This design comes from an exercise in tuning for small area, a short achievable clock period and few clock cycles per item on the open sky130 flow, not from production work. In this exercise RTL edits were held to simulation tests only and were not proved equivalent to the original.

## angle_slew_limiter_unit
module angle_slew_limiter_unit
(
    input  logic                                   clk,
    input  logic                                   rst_n,
    input  logic                                   cfg_valid,
    output logic                                   cfg_ready,
    input  logic [asl_pkg::RATE_W-1:0]             cfg_max_rate,
    input  logic                                   frame_valid,
    output logic                                   frame_ready,
    input  logic signed [asl_pkg::VEC_WIDTH-1:0]   frame_tgt_x,
    input  logic signed [asl_pkg::VEC_WIDTH-1:0]   frame_tgt_y,
    input  logic signed [asl_pkg::VEC_WIDTH-1:0]   frame_src_x,
    input  logic signed [asl_pkg::VEC_WIDTH-1:0]   frame_src_y,
    input  logic [asl_pkg::STAMP_W-1:0]            frame_stamp_us,
    output logic                                   result_valid,
    input  logic                                   result_ready,
    output logic signed [asl_pkg::OUT_ANGLE_W-1:0] result_angle,
    output logic                                   result_was_limited,
    output logic                                   result_was_held
);
    localparam int G     = 11;           
    localparam int MST   = 2;         
    localparam int SST   = 14;         
  ...
clock: 7.5 ns
lec_check: 0
abc_area: 1
abc_clock_period_in_ps: 4500
cap_margin: 20
core_margin: 2
core_utilization: 45
setup_slack_margin: 3.3
slew_margin: 20
run.sh (not shown) runs the stock make flow with config.mk's settings and CLKGATE_MAP_FILE= SYNTH_SCRIPT=/design/flow/synth_recipe.tcl, a recipe that flattens the netlist after the stock synthesis.
The starting point went through all stages and came out clean.
Testbench counts at the start, summed over its fixed seeds: cycles 2,560, items 2,048.
Next try:
--- a/flow/design.v
+++ b/flow/design.v
@@ -3594,52 +3594,44 @@
     end
     localparam int FD    = DEPTH - 1;
     localparam int FPW   = (FD > 1) ? $clog2(FD) : 1;
     logic [17:0] mem [FD];
     logic [FPW-1:0] wp_q, rp_q;
     logic [CNT_W-1:0] fcnt_q;
-    logic [17:0] res_d, pend_d, out_q;
-    logic [1:0]  lh_q;
-    logic pend_q;
-    logic out_free, fifo_nz, push, pop, direct;
+    logic [17:0] res_d, out_q;
+    logic out_free, fifo_nz, push, pop;
     assign res_d    = {new_angle, limd, held_s};
-    assign pend_d   = {cur_q, lh_q};
     assign out_free = !rv_q || result_ready;
     assign fifo_nz  = (fcnt_q != '0);
-    assign direct = out_free && !fifo_nz && !pend_q;
-    assign push   = pend_q && !(out_free && !fifo_nz);
-    assign pop    = out_free && fifo_nz;
+    assign push = v[SST] && !(out_free && !fifo_nz);
+    assign pop  = out_free && fifo_nz;
     always_ff @(posedge clk)
     begin
         if (push)
-            mem[wp_q] <= pend_d;
+            mem[wp_q] <= res_d;
         if (out_free)
-            out_q <= fifo_nz ? mem[rp_q] : (pend_q ? pend_d : res_d);
-        if (v[SST])
-            lh_q <= {limd, held_s};
+            out_q <= fifo_nz ? mem[rp_q] : res_d;
     end
     always_ff @(posedge clk or negedge rst_n)
     begin
         if (!rst_n)
         begin
             wp_q   <= '0;
             rp_q   <= '0;
             fcnt_q <= '0;
             rv_q   <= 1'b0;
-            pend_q <= 1'b0;
         end
         else
         begin
             if (push)
                 wp_q <= (wp_q == FPW'(FD - 1)) ? '0 : wp_q + 1'b1;
             if (pop)
                 rp_q <= (rp_q == FPW'(FD - 1)) ? '0 : rp_q + 1'b1;
             fcnt_q <= fcnt_q + CNT_W'(push) - CNT_W'(pop);
-            pend_q <= v[SST] && !direct;
             if (out_free)
-                rv_q <= fifo_nz || pend_q || v[SST];
+                rv_q <= fifo_nz || v[SST];
         end
     end
     assign result_valid       = rv_q;
     assign result_angle       = out_q[17:2];
     assign result_was_limited = out_q[1];
     assign result_was_held    = out_q[0];
What happened: The new run completed with no timing, DRC or antenna violations. Maximum frequency fell by 1.6%. Final area rises by 0.60%. Count of clock-buffer cells in the layout shrinks by 15. Worst hold slack loses 0.045 ns.
Testbench counts after the change, summed over its fixed seeds: cycles 2,560, items 2,048.

========
## the baseline
Starting RTL as in the previous note.
clock: 7.5 ns
lec_check: 0
abc_area: 1
abc_clock_period_in_ps: 4000
cap_margin: 20
core_margin: 2
core_utilization: 45
setup_slack_margin: 3.3
slew_margin: 20
Testbench counts of the baseline, summed over its fixed seeds: cycles 2,560, items 2,048.
diff inputs: the baseline => the candidate
diff --git a/flow/design.v b/flow/design.v
--- a/flow/design.v
+++ b/flow/design.v
@@ -3590,57 +3590,49 @@
         if (!rst_n)
             cur_q <= '0;
         else if (v[SST])
             cur_q <= new_angle;
     end
     localparam int FD    = DEPTH - 1;
     localparam int FPW   = (FD > 1) ? $clog2(FD) : 1;
     logic [17:0] mem [FD];
     logic [FPW-1:0] wp_q, rp_q;
     logic [CNT_W-1:0] fcnt_q;
-    logic [17:0] res_d, pend_d, out_q;
-    logic [1:0]  lh_q;
-    logic pend_q;
-    logic out_free, fifo_nz, push, pop, direct;
+    logic [17:0] res_d, out_q;
+    logic out_free, fifo_nz, push, pop;
     assign res_d    = {new_angle, limd, held_s};
-    assign pend_d   = {cur_q, lh_q};
     assign out_free = !rv_q || result_ready;
     assign fifo_nz  = (fcnt_q != '0);
-    assign direct = out_free && !fifo_nz && !pend_q;
-    assign push   = pend_q && !(out_free && !fifo_nz);
-    assign pop    = out_free && fifo_nz;
+    assign push = v[SST] && !(out_free && !fifo_nz);
+    assign pop  = out_free && fifo_nz;
     always_ff @(posedge clk)
     begin
         if (push)
-            mem[wp_q] <= pend_d;
+            mem[wp_q] <= res_d;
         if (out_free)
-            out_q <= fifo_nz ? mem[rp_q] : (pend_q ? pend_d : res_d);
-        if (v[SST])
-            lh_q <= {limd, held_s};
+            out_q <= fifo_nz ? mem[rp_q] : res_d;
     end
     always_ff @(posedge clk or negedge rst_n)
     begin
         if (!rst_n)
         begin
             wp_q   <= '0;
             rp_q   <= '0;
             fcnt_q <= '0;
             rv_q   <= 1'b0;
-            pend_q <= 1'b0;
         end
         else
         begin
             if (push)
                 wp_q <= (wp_q == FPW'(FD - 1)) ? '0 : wp_q + 1'b1;
             if (pop)
                 rp_q <= (rp_q == FPW'(FD - 1)) ? '0 : rp_q + 1'b1;
             fcnt_q <= fcnt_q + CNT_W'(push) - CNT_W'(pop);
-            pend_q <= v[SST] && !direct;
             if (out_free)
-                rv_q <= fifo_nz || pend_q || v[SST];
+                rv_q <= fifo_nz || v[SST];
         end
     end
     assign result_valid       = rv_q;
     assign result_angle       = out_q[17:2];
     assign result_was_limited = out_q[1];
     assign result_was_held    = out_q[0];
 endmodule
--- outcome ---
- Between the candidate and the baseline, the wire length of the first global-routing pass is higher for the candidate.
- Max slack of the critical path across the candidate and the baseline: the baseline
- Relative to the baseline, worst hold slack has gone down in the candidate.
- Total number of clock tree sinks essentially unchanged between the baseline and the candidate.
- The candidate: post-placement worst setup slack 0.17 ns above the baseline
- The total met3 wirelength after detailed routing of the candidate exceeds that of the baseline by 440 um.
- Looking at area used by multi-input combinational logic, the candidate sits 1.1% higher than the baseline does.
- Going from the baseline to the candidate, wire length reported by the detailed router grows by 6.0 mm.
- Comparing data arrival time of the critical path for the candidate and the baseline, the bigger number came from the baseline.
Testbench counts of the candidate, summed over its fixed seeds: cycles 2,560, items 2,048.

re-timing with driven ports:
How much do the figures lean on ideal ports? The routed layouts below were timed once more, with nothing changed but the port constraints.
Step 1 (the two cells are an assumption about what drives the block):
set clk [get_ports {clk}]
set_driving_cell -lib_cell sky130_fd_sc_hd__clkbuf_16 $clk
set_driving_cell -lib_cell sky130_fd_sc_hd__buf_2 [delete_from_list [all_inputs] $clk]
Step 2, shift: input delay + t, output delay - t, t = (earliest + latest rising clock arrival at the registers) / 2. This alone moves slack from input paths to output paths.
Slacks: ideal / step 1 / step 2; pairs: ideal / step 1.
run | t (ns) | setup WS [ns] | worst setup path at the end | slew at the worst register clock pin (ns)
the first run of note 1 | 0.925 | 3.340 / 3.340 / 2.692 | input to register | 0.07 / 0.07
the second run of note 1 | 0.915 | 3.271 / 3.271 / 2.698 | input to register | 0.07 / 0.07
the baseline | 0.925 | 3.340 / 3.340 / 2.692 | input to register | 0.07 / 0.07
the candidate | 0.915 | 3.271 / 3.271 / 2.698 | input to register | 0.07 / 0.07
After both steps every run listed still meets setup and hold.
